Context: an optimization exercise on an open-source flow, tuned for small area, a short achievable clock period and few clock cycles. The choices shown serve that exercise and are no tape-out recipe. Where RTL was checked, it was by simulation tests only, not by an equivalence proof against the original. Power figures rest on the tool's default switching activity, not on a simulated workload.

// wasm_code_stream_parser
module wasm_code_stream_parser #(
    parameter int MAX_DEPTH = wcsp_pkg::MAX_DEPTH_DEFAULT
) (
    input  wire logic                aclk,
    input  wire logic                aresetn,
    input  wire logic                s_valid,
    output logic                     s_ready,
    input  wire logic [8:0]          s_data,
    output logic                     m_valid,
    input  wire logic                m_ready,
    output logic      [117:0]        m_data
);
Size: about 160 flip-flops, ~0.010 mm² of cells after synthesis.
==> flow/config.mk <==
export PLATFORM = sky130hd
export DESIGN_NAME = wasm_code_stream_parser
export DESIGN_NICKNAME = wasm_code_stream_parser
export VERILOG_FILES = /design/flow/design.v
export SDC_FILE = /design/flow/constraint.sdc
export NUM_CORES = 4
export LEC_CHECK = 0
export ABC_CLOCK_PERIOD_IN_PS = 2500
export CAP_MARGIN = 20
export CORE_MARGIN = 2
export CORE_UTILIZATION = 40
export SETUP_SLACK_MARGIN = 5
export SLEW_MARGIN = 20
==> flow/constraint.sdc <==
create_clock -name core_clock -period 8.5 [get_ports {aclk}]
set_input_delay 1.7000 -clock core_clock [delete_from_list [all_inputs] [get_ports {aclk}]]
set_output_delay 1.7000 -clock core_clock [all_outputs]
set_load 0.01 [all_outputs]
standard.sh (not shown) runs the stock make flow with config.mk's settings and CLKGATE_MAP_FILE= SYNTH_SCRIPT=/design/flow/synth_recipe.tcl, a recipe that flattens the netlist after the stock synthesis.
==> flow/flow/run.sh <==
#!/bin/bash
set -euo pipefail
MARGIN=5.8
sed -e "s/SETUP_SLACK_MARGIN=[0-9.]*/SETUP_SLACK_MARGIN=$MARGIN/" \
    -e 's/ "\${@:-finish}"/ "BUFFER_PORTS_ARGS=-buffer_cell sky130_fd_sc_hd__buf_2" "${@:-finish}"/' \
    standard.sh > standard_mod.sh
grep -q "SETUP_SLACK_MARGIN=$MARGIN" standard_mod.sh
grep -q "BUFFER_PORTS_ARGS=" standard_mod.sh
bash standard_mod.sh > standard.log 2>&1
The baseline passed the timing, DRC and antenna checks.
Testbench counts at the start, summed over its fixed seeds: cycles 33,140.
Change:
==> flow/flow/run.sh (replaced) <==
#!/bin/bash
set -euo pipefail
MARGIN=5.2
sed -e "s/SETUP_SLACK_MARGIN=[0-9.]*/SETUP_SLACK_MARGIN=$MARGIN/" standard.sh > standard_margin.sh
grep -q "SETUP_SLACK_MARGIN=$MARGIN" standard_margin.sh
bash standard_margin.sh > standard.log 2>&1
Effect: The changed run completed without violations. Routed wire length shrinks by 4.0%. Global-route usage came out lower by 0.96 points. Flip-flop and latch count is unchanged. Power shrinks by 0.40%. Count of clock-buffer cells in the layout came out lower by 1. Via count goes down by 2.4%. Hold slack is better by 0.011 ns. Final cell count falls by 2.0%. Cell area fell by 0.80%. Die area stays the same.
Change:
==> flow/flow/run.sh (replaced) <==
#!/bin/bash
set -euo pipefail
MARGIN=5.5
sed -e "s/SETUP_SLACK_MARGIN=[0-9.]*/SETUP_SLACK_MARGIN=$MARGIN/" \
    -e 's/ "\${@:-finish}"/ "BUFFER_PORTS_ARGS=-buffer_cell sky130_fd_sc_hd__buf_2" "${@:-finish}"/' \
    standard.sh > standard_mod.sh
grep -q "SETUP_SLACK_MARGIN=$MARGIN" standard_mod.sh
grep -q "BUFFER_PORTS_ARGS=" standard_mod.sh
bash standard_mod.sh > standard.log 2>&1
After rerunning: Final cell count stays flat. Clock-buffer cell count goes up by 5. Power falls by about 0.45%. Global-route usage falls by 0.10 points. Non-clock buffer count climbs by 1. Wire length shrinks by 1.6%. Worst setup slack improves by 0.27 ns. Cell area fell by about 4%. Die area stays the same.
Change:
CORE_UTILIZATION = 50   (was 40)
CTS_BUF_LIST = sky130_fd_sc_hd__clkbuf_4 sky130_fd_sc_hd__clkbuf_8   (was unset)
Effect:
- The new run completed without violations
- final cell count went down by 3.5%
- worst hold slack is better by 0.084 ns
- via count went up by 1.9%
- utilization went up by 10 points
- total power went down by 11%
Change:
CORE_UTILIZATION = 40   (was 50)
Outcome: The changed run went through all stages and came out clean. Total power goes up by 1.3%. Worst setup slack improved by 0.028 ns. Core utilization decreases by 11 points. Critical path depth stays the same.
Change:
ABC_AREA = 1   (was unset)
CTS_BUF_LIST = unset   (was sky130_fd_sc_hd__clkbuf_4 sky130_fd_sc_hd__clkbuf_8)
Sequential share of layout area decreases by 2.3 points.
Total power increases by about 20%.
Final cell count increases by about 23%.

========
Starting RTL as in the previous note.
==> flow/config.mk <==
export PLATFORM = sky130hd
export DESIGN_NAME = wasm_code_stream_parser
export DESIGN_NICKNAME = wasm_code_stream_parser
export VERILOG_FILES = /design/flow/design.v
export SDC_FILE = /design/flow/constraint.sdc
export NUM_CORES = 4
export LEC_CHECK = 0
export ABC_CLOCK_PERIOD_IN_PS = 2500
export CAP_MARGIN = 20
export CORE_MARGIN = 2
export CORE_UTILIZATION = 40
export SETUP_SLACK_MARGIN = 5
export SLEW_MARGIN = 20
==> flow/constraint.sdc <==
create_clock -name core_clock -period 8.5 [get_ports {aclk}]
set_input_delay 1.7000 -clock core_clock [delete_from_list [all_inputs] [get_ports {aclk}]]
set_output_delay 1.7000 -clock core_clock [all_outputs]
set_load 0.01 [all_outputs]
==> flow/flow/run.sh <==
#!/bin/bash
set -euo pipefail
MARGIN=5.5
sed -e "s/SETUP_SLACK_MARGIN=[0-9.]*/SETUP_SLACK_MARGIN=$MARGIN/" \
    -e 's/ "\${@:-finish}"/ "BUFFER_PORTS_ARGS=-buffer_cell sky130_fd_sc_hd__buf_1" "${@:-finish}"/' \
    standard.sh > standard_mod.sh
grep -q "SETUP_SLACK_MARGIN=$MARGIN" standard_mod.sh
grep -q "BUFFER_PORTS_ARGS=" standard_mod.sh
bash standard_mod.sh > standard.log 2>&1
Testbench counts at the start, summed over its fixed seeds: cycles 33,140.
==> next run, changes <==
==> flow/flow/run.sh (replaced) <==
#!/bin/bash
set -euo pipefail
MARGIN=5.65
sed -e "s/SETUP_SLACK_MARGIN=[0-9.]*/SETUP_SLACK_MARGIN=$MARGIN/" \
    -e 's/ "\${@:-finish}"/ "BUFFER_PORTS_ARGS=-buffer_cell sky130_fd_sc_hd__buf_2" "${@:-finish}"/' \
    standard.sh > standard_mod.sh
grep -q "SETUP_SLACK_MARGIN=$MARGIN" standard_mod.sh
grep -q "BUFFER_PORTS_ARGS=" standard_mod.sh
bash standard_mod.sh > standard.log 2>&1
Result: Synthesized cell count does not change; final cell count climbs slightly; area after synthesis is unchanged; routed wire length grows slightly.
==> next run, changes <==
--- a/flow/flow/run.sh
+++ b/flow/flow/run.sh
@@ -1,5 +1,5 @@
 #!/bin/bash
 set -euo pipefail
-MARGIN=5.65
+MARGIN=5.4
 sed -e "s/SETUP_SLACK_MARGIN=[0-9.]*/SETUP_SLACK_MARGIN=$MARGIN/" \
     -e 's/ "\${@:-finish}"/ "BUFFER_PORTS_ARGS=-buffer_cell sky130_fd_sc_hd__buf_2" "${@:-finish}"/' \
Settings changed: CTS_BUF_LIST from default to sky130_fd_sc_hd__clkbuf_4 sky130_fd_sc_hd__clkbuf_8.
Power drops by 11%.
Worst setup slack hardly moves.
Final cell count drops by 0.96%.
Global-route usage drops by 0.71 points.
Non-clock buffer count drops by 15.
Synthesized area is unchanged.
Clock power drops by 25%.

========
Another version of the RTL of wasm_code_stream_parser (not shown whole).
Size in the first run: ~1100 cells after synthesis, roughly 130 I/O pins.
Settings: LEC_CHECK=0, ABC_CLOCK_PERIOD_IN_PS=2500, CAP_MARGIN=20, CORE_MARGIN=2, CORE_UTILIZATION=40, SETUP_SLACK_MARGIN=5, SLEW_MARGIN=20; clock period 8.5 ns.
==> flow/flow/run.sh <==
#!/bin/bash
set -euo pipefail
MARGIN=5.5
sed -e "s/SETUP_SLACK_MARGIN=[0-9.]*/SETUP_SLACK_MARGIN=$MARGIN/" standard.sh > standard_margin.sh
grep -q "SETUP_SLACK_MARGIN=$MARGIN" standard_margin.sh
bash standard_margin.sh > standard.log 2>&1
Then changed:
--- a/flow/flow/run.sh
+++ b/flow/flow/run.sh
@@ -3 +3 @@
-MARGIN=5.5
+MARGIN=5.8
The changed run ran to the end with no violations.
Clock skew is about the same.
Power came out higher by 1.9%.
Wire length came out higher by 5.9%.
Hold slack is better by 0.0059 ns.
Then changed:
==> flow/run.sh (new file) <==
#!/bin/bash
# synth_recipe.tcl (not shown) runs the flow's synth.tcl, then flattens the netlist and writes it again
# the make line also repeats each setting of config.mk as NAME=value (left out here)
make -C /OpenROAD-flow-scripts/flow DESIGN_CONFIG=/design/flow/config.mk WORK_HOME=/design/flow/orfs CLKGATE_MAP_FILE= SYNTH_SCRIPT=/design/flow/synth_recipe.tcl finish
removed: flow/flow/run.sh
removed: flow/standard.sh
Outcome:
- The changed run completed without violations
- clock skew hardly moves
- final area shrinks by 11%
- setup slack is worse by 0.39 ns
No functional check of the RTL was part of any run of this note.

========
Another version of the RTL of wasm_code_stream_parser (not shown whole).
Size: ~1,100 cells after synthesis, ~190 flip-flops, ~130 I/O pins, about 0.011 mm^2 of cells after synthesis.
clock: 8.5 ns
lec_check: 0
abc_clock_period_in_ps: 2500
cap_margin: 20
core_margin: 2
core_utilization: 50
setup_slack_margin: 5
slew_margin: 20
==> flow/flow/run.sh <==
#!/bin/bash
set -euo pipefail
MARGIN=5.8
sed -e "s/SETUP_SLACK_MARGIN=[0-9.]*/SETUP_SLACK_MARGIN=$MARGIN/" standard.sh > standard_margin.sh
grep -q "SETUP_SLACK_MARGIN=$MARGIN" standard_margin.sh
bash standard_margin.sh > standard.log 2>&1
The starting point ran to the end with no violations.
Testbench counts at the start, summed over its fixed seeds: cycles 33,140.
Edit:
==> flow/run.sh (new file) <==
#!/bin/bash
# synth_recipe.tcl (not shown) runs the flow's synth.tcl, then flattens the netlist and writes it again
# the make line also repeats each setting of config.mk as NAME=value (left out here)
make -C /OpenROAD-flow-scripts/flow DESIGN_CONFIG=/design/flow/config.mk WORK_HOME=/design/flow/orfs CLKGATE_MAP_FILE= SYNTH_SCRIPT=/design/flow/synth_recipe.tcl finish
Settings changed: CORE_UTILIZATION 50 to 40.
removed: flow/flow/run.sh
removed: flow/standard.sh
What happened: Cell area shrinks by a few percent. Setup slack loses 0.29 ns. Worst hold slack gains 0.0074 ns. Core utilization goes down by 15 points. Die area goes up by a quarter to a third. Clock-buffer cell count is unchanged. Maximum frequency is lower by a little under a tenth.

========
job 104:
Another version of the RTL of wasm_code_stream_parser (not shown whole).
For scale: roughly 170 flip-flops.
clock: 8.5 ns
lec_check: 0
abc_clock_period_in_ps: 2500
cap_margin: 20
core_margin: 2
core_utilization: 40
setup_slack_margin: 5
slew_margin: 20
==> flow/flow/run.sh <==
#!/bin/bash
set -euo pipefail
MARGIN=5.5
sed -e "s/SETUP_SLACK_MARGIN=[0-9.]*/SETUP_SLACK_MARGIN=$MARGIN/" standard.sh > standard_margin.sh
grep -q "SETUP_SLACK_MARGIN=$MARGIN" standard_margin.sh
bash standard_margin.sh > standard.log 2>&1
#### Input delta (job 101 over job 104)
==> flow/flow/run.sh <==
#!/bin/bash
set -euo pipefail
MARGIN=5.5
sed -e "s/SETUP_SLACK_MARGIN=[0-9.]*/SETUP_SLACK_MARGIN=$MARGIN/" \
    -e 's/ "\${@:-finish}"/ "BUFFER_PORTS_ARGS=-buffer_cell sky130_fd_sc_hd__buf_2" "${@:-finish}"/' \
    standard.sh > standard_mod.sh
grep -q "SETUP_SLACK_MARGIN=$MARGIN" standard_mod.sh
grep -q "BUFFER_PORTS_ARGS=" standard_mod.sh
bash standard_mod.sh > standard.log 2>&1
### Flow results
Of job 104 and job 101, the run reporting the lower met1 track demand over resource was job 101. Summary of job 101 over job 104: via count fell 5.5%, share of final layout cell area taken by non-clock buffers down 7.4 points. When the final numbers for job 104 and job 101 were put side by side, the global placer's final weighted congestion turned out to be greater in job 101. Against job 104 as the reference, job 101 delivers a higher highest achievable clock rate. [compare] base=job 104 new=job 101: final period demand of the worst path has decreased; final cycle utilization of the critical path down 1.9 points; met2 routed wirelength fell by about 10%. Job 104 was larger in final cell area than job 101. ~same number of hold-repair buffers added at the cts stage in job 104 and job 101. Clock share of power on job 101 is up relative to job 104.
Function was not checked in any run of this note: the RTL went through the layout flow alone.

========
wasm_code_stream_parser, a different RTL version from the one above (not shown whole).
Size in the first run: ~1300 cells after synthesis, about 220 flip-flops, roughly 130 I/O pins.
// wasm_code_stream_parser
module wasm_code_stream_parser #(
    parameter int MAX_DEPTH = wcsp_pkg::MAX_DEPTH_DEFAULT
) (
    input  wire logic                aclk,
    input  wire logic                aresetn,
    input  wire logic                s_valid,
    output logic                     s_ready,
    input  wire logic [8:0]          s_data,
    output logic                     m_valid,
    input  wire logic                m_ready,
    output logic      [117:0]        m_data
);
Settings: LEC_CHECK=0, ABC_CLOCK_PERIOD_IN_PS=2500, CAP_MARGIN=20, CORE_MARGIN=2, CORE_UTILIZATION=40, SETUP_SLACK_MARGIN=5, SLEW_MARGIN=20; clock period 8.5 ns.
==> flow/flow/run.sh <==
#!/bin/bash
set -euo pipefail
MARGIN=5.8
sed -e "s/SETUP_SLACK_MARGIN=[0-9.]*/SETUP_SLACK_MARGIN=$MARGIN/" standard.sh > standard_margin.sh
grep -q "SETUP_SLACK_MARGIN=$MARGIN" standard_margin.sh
bash standard_margin.sh > standard.log 2>&1
Next try:
==> flow/run.sh (new file) <==
#!/bin/bash
# synth_recipe.tcl (not shown) runs the flow's synth.tcl, then flattens the netlist and writes it again
# the make line also repeats each setting of config.mk as NAME=value (left out here)
make -C /OpenROAD-flow-scripts/flow DESIGN_CONFIG=/design/flow/config.mk WORK_HOME=/design/flow/orfs CLKGATE_MAP_FILE= SYNTH_SCRIPT=/design/flow/synth_recipe.tcl finish
removed: flow/flow/run.sh
removed: flow/standard.sh
Result: The changed run ran to the end with no violations. Wire length is lower by 11%. Final cell count went down by 5.1%. Final area fell by 5.6%. Flip-flop and latch count is unchanged. Non-clock buffer count decreases by 89.
Function was not checked in any run of this note: the RTL went through the layout flow alone.

## re-timing with driven ports
The flow's constraints put no driver on any port. The routed layouts listed below were extracted and timed again, unchanged, in two steps.
Step 1 sets driving cells, clkbuf_16 on the clock port and buf_2 on the other inputs (assumed; they add their load-dependent delay and slew).
Step 2, shift: input delay + t, output delay - t, t = (earliest + latest rising clock arrival at the registers) / 2. This alone moves slack from input paths to output paths.
a / b / c = no drivers / after step 1 / after step 2; a / b = the first two.
run	t (ns)	setup slack, ns	worst slew at a driven data input, ns
the first run of note 1	0.486	5.456 / 5.407 / 5.408	0.03
the second run of note 1	0.482	5.252 / 5.206 / 4.883	0.03
the third run of note 1	0.479	5.523 / 5.473 / 5.155	0.03
the fourth run of note 1	0.520	5.449 / 5.410 / 5.179	0.03
the fifth run of note 1	0.506	5.477 / 5.435 / 5.169	0.03
the sixth run of note 1	0.491	5.526 / 5.478 / 5.122	0.03
the first run of note 2	0.477	5.527 / 5.477 / 5.218	0.04
the second run of note 2	0.485	5.470 / 5.420 / 5.287	0.03
the third run of note 2	0.501	5.468 / 5.425 / 5.073	0.04
the first run of note 3	0.479	5.426 / 5.378 / 5.112	0.03
the second run of note 3	0.488	5.459 / 5.411 / 5.383	0.03
the third run of note 3	0.480	5.070 / 5.067 / 4.604	0.04
the first run of note 4	0.485	5.349 / 5.301 / 5.120	0.05
the second run of note 4	0.483	5.064 / 5.015 / 4.662	0.06
job 104	0.480	5.334 / 5.285 / 5.089	0.03
job 101	0.482	5.494 / 5.445 / 5.140	0.03
the first run of note 6	0.588	5.598 / 5.545 / 5.198	0.05
the second run of note 6	0.581	5.029 / 4.979 / 4.603	0.04
After both steps every run listed still meets setup and hold. For the third run of note 3, which loses most, drivers alone change the setup slack by -0.003 ns; drivers and shift together by -0.466 ns.
